This design comes from an exercise in tuning for small area, a short achievable clock period and few clock cycles per item on the open sky130 flow, not from production work.

== job 6059 ==
==> module aesKeySchedule, before the edit <==
module aesKeySchedule (
    input  aesPkg::stateT key,
    input  aesPkg::byteT  rcon,
    output aesPkg::stateT nextKey
);
    aesPkg::wordT rotW;
    aesPkg::wordT subW;
    assign rotW = {key[23:0], key[31:24]};
    for (genvar i = 0; i < 4; i++) begin : gSubWord
        aesSbox uSbox (
            .in  (rotW[8*i +: 8]),
            .out (subW[8*i +: 8])
        );
    end
    aesPkg::wordT pre [4];
    aesXorW #(.W(32)) uPre0 (.a(key[127:96]), .b({rcon, 24'h0}), .y(pre[0]));
    aesXorW #(.W(32)) uPre1 (.a(key[95:64]),  .b(pre[0]),        .y(pre[1]));
    aesXorW #(.W(32)) uPre2 (.a(key[63:32]),  .b(pre[1]),        .y(pre[2]));
    aesXorW #(.W(32)) uPre3 (.a(key[31:0]),   .b(pre[2]),        .y(pre[3]));
    for (genvar i = 0; i < 4; i++) begin : gWord
        aesXorW #(.W(32)) uW (.a(subW), .b(pre[i]), .y(nextKey[127-32*i -: 32]));
    end
endmodule
==> module aesApbRegs, before the edit <==
module aesApbRegs (
    input  logic    clk,
    input  logic    rstN,
    input  aesPkg::apbAddrT paddr,
    input  logic    psel,
    input  logic    penable,
    input  logic    pwrite,
    input  aesPkg::wordT    pwdata,
    output aesPkg::wordT    prdata,
    output logic    pready,
    output logic    pslverr,
    output logic    coreLoad,
    output aesPkg::stateT   coreKey,
    output aesPkg::stateT   coreBlock,
    input  logic    coreLast,
    input  logic    coreIdle,
    input  aesPkg::stateT   coreResult,
    output aesPkg::byteT    resultByte
);
    aesPkg::stateT      keyReg;
    aesPkg::stateT      blockReg;
    aesPkg::stateT      resultReg;
    logic       doneBit;
    logic       busy;        
    logic       pend;        
    logic       access;
    logic       err;
    logic       wrOk;
    logic       startAcc;
    logic       finish;
    logic       merge;       
    logic       wrKB;        
    logic       hitCtrl, hitStatus, hitKey, hitBlock, hitResult;
    logic [1:0] word;
    assign access    = psel && penable;
    assign pready    = 1'b1;  
    assign word      = paddr[3:2];  
    assign hitCtrl   = paddr == 8'h00;
    assign hitStatus = paddr == 8'h04;
    assign hitKey    = paddr[1:0] == 2'b00 && paddr[7:4] == 4'h1;
    assign hitBlock  = paddr[1:0] == 2'b00 && paddr[7:4] == 4'h2;
    assign hitResult = paddr[1:0] == 2'b00 && paddr[7:4] == 4'h3;
    always_comb begin
        err = 1'b0;
        if (!(hitCtrl || hitStatus || hitKey || hitBlock || hitResult))
            err = 1'b1;
        else if (pwrite && (hitStatus || hitResult))
            err = 1'b1;  
        else if (pwrite && busy && (hitCtrl || hitKey || hitBlock))
            err = 1'b1;  
    end
    assign pslverr  = access && err;
    assign wrOk     = access && pwrite && !err;
    assign startAcc = wrOk && hitCtrl && pwdata[0];
    assign merge    = psel && pwrite && !busy && (hitKey || hitBlock);
    assign wrKB     = merge && penable;
    assign finish   = coreLast && (busy || startAcc);
    aesPkg::wordT wdata;
    assign wdata = rstN ? pwdata : '0;
    for (genvar w = 0; w < 4; w++) begin : gMerge
        assign coreKey[127-32*w -: 32]   = !rstN || (merge && hitKey && word == 2'(w)) ?
                                           wdata : keyReg[127-32*w -: 32];
        assign coreBlock[127-32*w -: 32] = !rstN || (merge && hitBlock && word == 2'(w)) ?
                                           wdata : blockReg[127-32*w -: 32];
    end
    assign coreLoad = (merge && !penable) || (wrKB != pend) || (startAcc && coreIdle);
    always_comb begin
        prdata = '0;
        case (paddr[5:4])
            2'd0: prdata[1:0] = paddr[2] ? {doneBit, busy} : 2'b00;
            2'd1: prdata = keyReg[127-32*word -: 32];
            2'd2: prdata = blockReg[127-32*word -: 32];
            default: prdata = resultReg[127-32*word -: 32];
        endcase
    end
    always_ff @(posedge clk) begin
        keyReg   <= coreKey;
        blockReg <= coreBlock;
    end
    always_ff @(posedge clk or negedge rstN) begin
        if (!rstN) begin
            resultReg  <= '0;
            doneBit    <= 1'b0;
            busy       <= 1'b0;
            pend       <= 1'b0;
        end else begin
            pend <= merge && !penable;
            if (finish)
                resultReg <= coreResult;
            if (finish) begin
                doneBit <= 1'b1;
                busy    <= 1'b0;
            end else if (startAcc) begin
                doneBit <= 1'b0;
                busy    <= 1'b1;
            end
        end
    end
    assign resultByte = resultReg[7:0];
endmodule
clock: 8.0 ns
lec_check: 0
cap_margin: 20
cell_pad_in_sites_detail_placement: 2
cell_pad_in_sites_global_placement: 2
core_margin: 2
core_utilization: 35
place_density: 0.45
setup_slack_margin: 1
slew_margin: 20
synth_hierarchical: 1
run.sh (not shown) runs the stock make flow with config.mk's settings and CLKGATE_MAP_FILE= SYNTH_SCRIPT=/design/flow/synth_recipe.tcl, a recipe that flattens the netlist after the stock synthesis.
--- input diff job 6059..job 7567 ---
-- flow/design.v --
<<< job 6059, line 228
    end
    aesPkg::wordT pre [4];
    aesXorW #(.W(32)) uPre0 (.a(key[127:96]), .b({rcon, 24'h0}), .y(pre[0]));
    aesXorW #(.W(32)) uPre1 (.a(key[95:64]),  .b(pre[0]),        .y(pre[1]));
    aesXorW #(.W(32)) uPre2 (.a(key[63:32]),  .b(pre[1]),        .y(pre[2]));
    aesXorW #(.W(32)) uPre3 (.a(key[31:0]),   .b(pre[2]),        .y(pre[3]));
    for (genvar i = 0; i < 4; i++) begin : gWord
        aesXorW #(.W(32)) uW (.a(subW), .b(pre[i]), .y(nextKey[127-32*i -: 32]));
>>> job 7567, line 228
    end
    aesPkg::wordT pre [4];
    aesXorW #(.W(8)) uRcon (.a(key[127:120]), .b(rcon), .y(pre[0][31:24]));
    assign pre[0][23:0] = key[119:96];
    aesXorW #(.W(32)) uPre1 (.a(key[95:64]), .b(pre[0]), .y(pre[1]));
    aesXorW #(.W(32)) uPre2 (.a(key[63:32]), .b(pre[1]), .y(pre[2]));
    aesXorW #(.W(32)) uPre3 (.a(key[31:0]),  .b(pre[2]), .y(pre[3]));
    for (genvar i = 0; i < 4; i++) begin : gWord
        aesXorW #(.W(32)) uW (.a(subW), .b(pre[i]), .y(nextKey[127-32*i -: 32]));
<<< job 6059, line 379
    end
    assign coreLoad = (merge && !penable) || (wrKB != pend) || (startAcc && coreIdle);
    always_comb begin
        prdata = '0;
        case (paddr[5:4])
            2'd0: prdata[1:0] = paddr[2] ? {doneBit, busy} : 2'b00;
            2'd1: prdata = keyReg[127-32*word -: 32];
            2'd2: prdata = blockReg[127-32*word -: 32];
            default: prdata = resultReg[127-32*word -: 32];
        endcase
    end
>>> job 7567, line 380
    end
    assign coreLoad = (merge && !penable) || (wrKB != pend) || (startAcc && coreIdle);
    aesPkg::wordT keyWord, blockWord, resultWord;
    always_comb begin
        case (word)
            2'd0: begin
                keyWord    = keyReg[127:96];
                blockWord  = blockReg[127:96];
                resultWord = resultReg[127:96];
            end
            2'd1: begin
                keyWord    = keyReg[95:64];
                blockWord  = blockReg[95:64];
                resultWord = resultReg[95:64];
            end
            2'd2: begin
                keyWord    = keyReg[63:32];
                blockWord  = blockReg[63:32];
                resultWord = resultReg[63:32];
            end
            default: begin
                keyWord    = keyReg[31:0];
                blockWord  = blockReg[31:0];
                resultWord = resultReg[31:0];
            end
        endcase
        case (paddr[5:4])
            2'd0:    prdata = {30'd0, paddr[2] ? {doneBit, busy} : 2'b00};
            2'd1:    prdata = keyWord;
            2'd2:    prdata = blockWord;
            default: prdata = resultWord;
        endcase
    end
### Flow results
- Job 7567 went all the way through the flow, and no timing, DRC or antenna check failed.
- Adder and majority cell fraction of the synthesized area across job 6059 and job 7567: no real change.
- Summary of job 7567 over job 6059: number of cell instances on the worst register-to-register path rose 1; clock-buffer cell count fell about 2.3%; critical path depth rose 14; utilization rose 0.37 points.
- Job 7567 vs. job 6059: hold slack has decreased, synthesized cell count fell by about 2.3%.
- Area of the core region down 1800 um2 in job 7567 wrt job 6059
- Delta (job 7567 minus job 6059): compound-gate portion of the synthesized area lost 2.0 points; share of the yosys chip area belonging to registers up 0.21 points.
- Of the two values seen for top routing layer in use, met5 was produced by job 6059 and met4 by job 7567.
No functional check of the RTL was part of any run of this note.

## static timing again, ports no longer ideal
Ports are ideal in the flow. The routed layouts listed here were re-timed in OpenROAD.
Step 1: set_driving_cell puts a clkbuf_16 on clk and a buf_2 on each other input, an assumption about the parent block.
Step 2 also shifts input and output timing later by t, the mid clock arrival at the registers, as if the neighbouring blocks saw the same clock.
Three values: no drivers, after step 1, after step 2; two values: the first two.
run | shift t [ns] | setup WS [ns] | latest minus earliest clock arrival (ns)
job 6059 | 0.785 | 1.129 / 1.072 / 1.072 | 0.040 / 0.040
job 7567 | 0.776 | 1.236 / 1.236 / 1.236 | 0.035 / 0.035
After both steps setup and hold are still met in every run listed. For job 6059, which loses most, drivers alone change the setup slack by -0.057 ns; drivers and shift together by -0.057 ns.
